From an optimization exercise on the open Yosys and OpenROAD flow, aimed at small area; shortcuts taken in it are not production practice. The RTL was checked by simulation tests, not by an equivalence proof against the original design.

== main ==
// cfg_top
module cfg_top #(
    parameter cfg_pkg::period_t CLEAR_PERIOD_RESET = 62500
) (
    input  logic                clk_pcie,
    input  logic                rst,
    input  logic                i_cmd_valid,
    output logic                o_cmd_ready,
    input  cfg_pkg::cmd_word_t  i_cmd_data,
    output logic                o_rsp_valid,
    input  logic                i_rsp_ready,
    output cfg_pkg::rsp_word_t  o_rsp_data,
    input  logic [15:0]         i_pcie_id,
    output logic                o_cfg_mgmt_rd_en,
    output logic                o_cfg_mgmt_wr_en,
    output cfg_pkg::dwaddr_t    o_cfg_mgmt_dwaddr,
    output cfg_pkg::dword_t     o_cfg_mgmt_di,
    output cfg_pkg::byte_en_t   o_cfg_mgmt_byte_en,
    output logic                o_cfg_mgmt_wr_readonly,
    output logic                o_cfg_mgmt_wr_rw1c_as_rw,
    input  cfg_pkg::dword_t     i_cfg_mgmt_do,
    input  logic                i_cfg_mgmt_rd_wr_done
);
    localparam int NB = cfg_pkg::REG_BYTES;      
    localparam logic [159:0] RW_RESET = {CLEAR_PERIOD_RESET,             
                                         16'h0000, 16'hf000,             
                                         32'h0,                          
                                         32'(cfg_pkg::REG_BYTES),        
                                         16'h0018,                       
                                         cfg_pkg::RW_MAGIC};             
    logic [159:0] rw_q;
    logic rd_en_q, wr_en_q, result_valid_q;
    logic busy;
    logic host_req, host_ready, timer_ready;
    logic tmr_req_q;
    logic [1:0] tmr_be_q;        
    logic [31:0] count_q;
    cfg_pkg::dword_t   result_data_q;
    cfg_pkg::dwaddr_t  result_dwaddr_q;
    cfg_pkg::byte_en_t result_be_q;
    logic [15:0] cmd_addr;
    logic [14:0] ofs;
    logic [7:0]  val_lo, val_hi, msk_lo, msk_hi;
    logic        fire, cmd_read, cmd_write;
  ...
Size in the first run: about 1,100 cells after synthesis, roughly 330 flip-flops, roughly 14,000 sq um of cells after synthesis.
==> flow/config.mk <==
export PLATFORM = sky130hd
export DESIGN_NAME = cfg_top
export DESIGN_NICKNAME = cfg_top
export VERILOG_FILES = /design/flow/design.v
export SDC_FILE = /design/flow/constraint.sdc
export NUM_CORES = 4
export LEC_CHECK = 0
export CAP_MARGIN = 10
export CORE_MARGIN = 2
export CORE_UTILIZATION = 65
export GPL_TIMING_DRIVEN = 0
export SLEW_MARGIN = 10
export SYNTH_HIERARCHICAL = 1
==> flow/constraint.sdc <==
create_clock -name core_clock -period 5.0 [get_ports {clk_pcie}]
set_input_delay 1.0000 -clock core_clock [delete_from_list [all_inputs] [get_ports {clk_pcie}]]
set_output_delay 1.0000 -clock core_clock [all_outputs]
set_load 0.01 [all_outputs]
standard.sh (not shown) runs the stock make flow with config.mk's settings and CLKGATE_MAP_FILE= SYNTH_SCRIPT=/design/flow/synth_recipe.tcl, a recipe that flattens the netlist after the stock synthesis.
==> flow/flow/run.sh <==
#!/bin/bash
# Standard layout, with the smallest buffer on every input and output port and a clock
# tree of few large leaf buffers without dummy loads.
set -euo pipefail
export BUFFER_PORTS_ARGS="-buffer_cell sky130_fd_sc_hd__buf_1"
export CTS_ARGS="-sink_clustering_enable -repair_clock_nets -dont_use_dummy_load -sink_clustering_size 30 -sink_clustering_max_diameter 80 -buf_list sky130_fd_sc_hd__clkbuf_16"
bash standard.sh > standard_flow.log 2>&1
#### Input delta (the feature branch over main)
--- a/flow/design.v
+++ b/flow/design.v
@@ -319,33 +319,38 @@
         if (busy && i_cfg_mgmt_rd_wr_done) begin
             result_data_q   <= i_cfg_mgmt_do;
             result_dwaddr_q <= o_cfg_mgmt_dwaddr;
             result_be_q     <= o_cfg_mgmt_byte_en;
         end
     end
     logic tmr_on, advance, expired;
     assign tmr_on  = rw_q[19] | rw_q[20];
     assign advance = tmr_on & ~fire & ~busy & ~tmr_req_q;
-    logic        cnt_clr;
-    logic [31:0] cnt_s;          
-    logic [32:0] cnt_c;          
+    logic        cnt_clr, cnt_inc, cnt_hold;
+    logic [31:0] cnt_p1;         
+    logic [32:1] cnt_c;          
     logic [31:0] cnt_d;
-    assign cnt_clr   = rst | ~tmr_on | tmr_req_q;
-    assign cnt_c[0]  = advance;
-    assign cnt_c[16] = advance & (&count_q[15:0]);
-    for (genvar i = 0; i < 32; i++) begin : g_inc
-        if (i == 15 || i == 31) begin : g_top
-            assign cnt_s[i] = count_q[i] ^ cnt_c[i];
+    assign cnt_clr  = rst | ~tmr_on | tmr_req_q;
+    assign cnt_inc  = advance & ~cnt_clr;
+    assign cnt_hold = ~advance & ~cnt_clr;
+    assign cnt_p1[0] = ~count_q[0];
+    assign cnt_c[1]  = count_q[0];
+    assign cnt_c[16] = &count_q[15:0];
+    for (genvar i = 1; i < 32; i++) begin : g_inc
+        if (i == 15) begin : g_lo_top
+            assign cnt_p1[i] = count_q[i] ^ cnt_c[i];
         end else begin : g_ha
-            cfg_ha u_ha (.a(count_q[i]), .b(cnt_c[i]), .s(cnt_s[i]), .co(cnt_c[i + 1]));
+            cfg_ha u_ha (.a(count_q[i]), .b(cnt_c[i]), .s(cnt_p1[i]), .co(cnt_c[i + 1]));
         end
     end
-    assign cnt_d = cnt_s & {32{~cnt_clr}};
+    for (genvar i = 0; i < 32; i++) begin : g_cnt
+        cfg_ao22 u_d (.a1(cnt_inc), .a2(cnt_p1[i]), .b1(cnt_hold), .b2(count_q[i]), .y(cnt_d[i]));
+    end
     always_ff @(posedge clk_pcie) begin
         count_q <= cnt_d;
     end
     logic [32:0] cmp_sum;
     assign cmp_sum = {1'b0, count_q} + {1'b0, ~rw_q[128 +: 32]};
     assign expired = cmp_sum[32];
     always_ff @(posedge clk_pcie) begin
         if (rst) begin
             tmr_req_q <= 1'b0;
==> comparison <==
- Looking at final cell utilization of the core, the feature branch sits 0.42 points higher than main does.
- Delta (the feature branch minus main): first-pass GRT wire length increased 4.6%, die height increased 0.68 um, worst setup slack increased 410 ps, wire length increased 2.5%.
- Of the two values seen for critical path startpoint, i_cmd_data[21] was produced by the feature branch and rw_q[16]$_DFFE_PP_ by main.

## static timing again, ports no longer ideal
How much do the figures lean on ideal ports? The routed layouts below were timed once more, with nothing changed but the port constraints.
Step 1 (the two cells are an assumption about what drives the block):
set clk [get_ports {clk_pcie}]
set_driving_cell -lib_cell sky130_fd_sc_hd__clkbuf_16 $clk
set_driving_cell -lib_cell sky130_fd_sc_hd__buf_2 [delete_from_list [all_inputs] $clk]
Step 2 adds t to the input delays and takes it off the output delays; t is the mean of the earliest and latest rising clock arrival at the registers after step 1. Input paths then give back, and output paths get back, about the clock's delay inside the block.
Three values: ideal ports, drivers, drivers and shift; two values: the first two.
run | shift t [ns] | slack for setup (ns) | hold WS [ns]
main | 0.556 | 0.290 / 0.290 / 0.048 | 0.461 / 0.461 / 0.461
the feature branch | 0.553 | 0.700 / 0.733 / 0.179 | 0.456 / 0.456 / 0.456
After both steps every run listed still meets setup and hold. For the feature branch, which loses most, drivers alone change the setup slack by +0.033 ns; drivers and shift together by -0.521 ns.
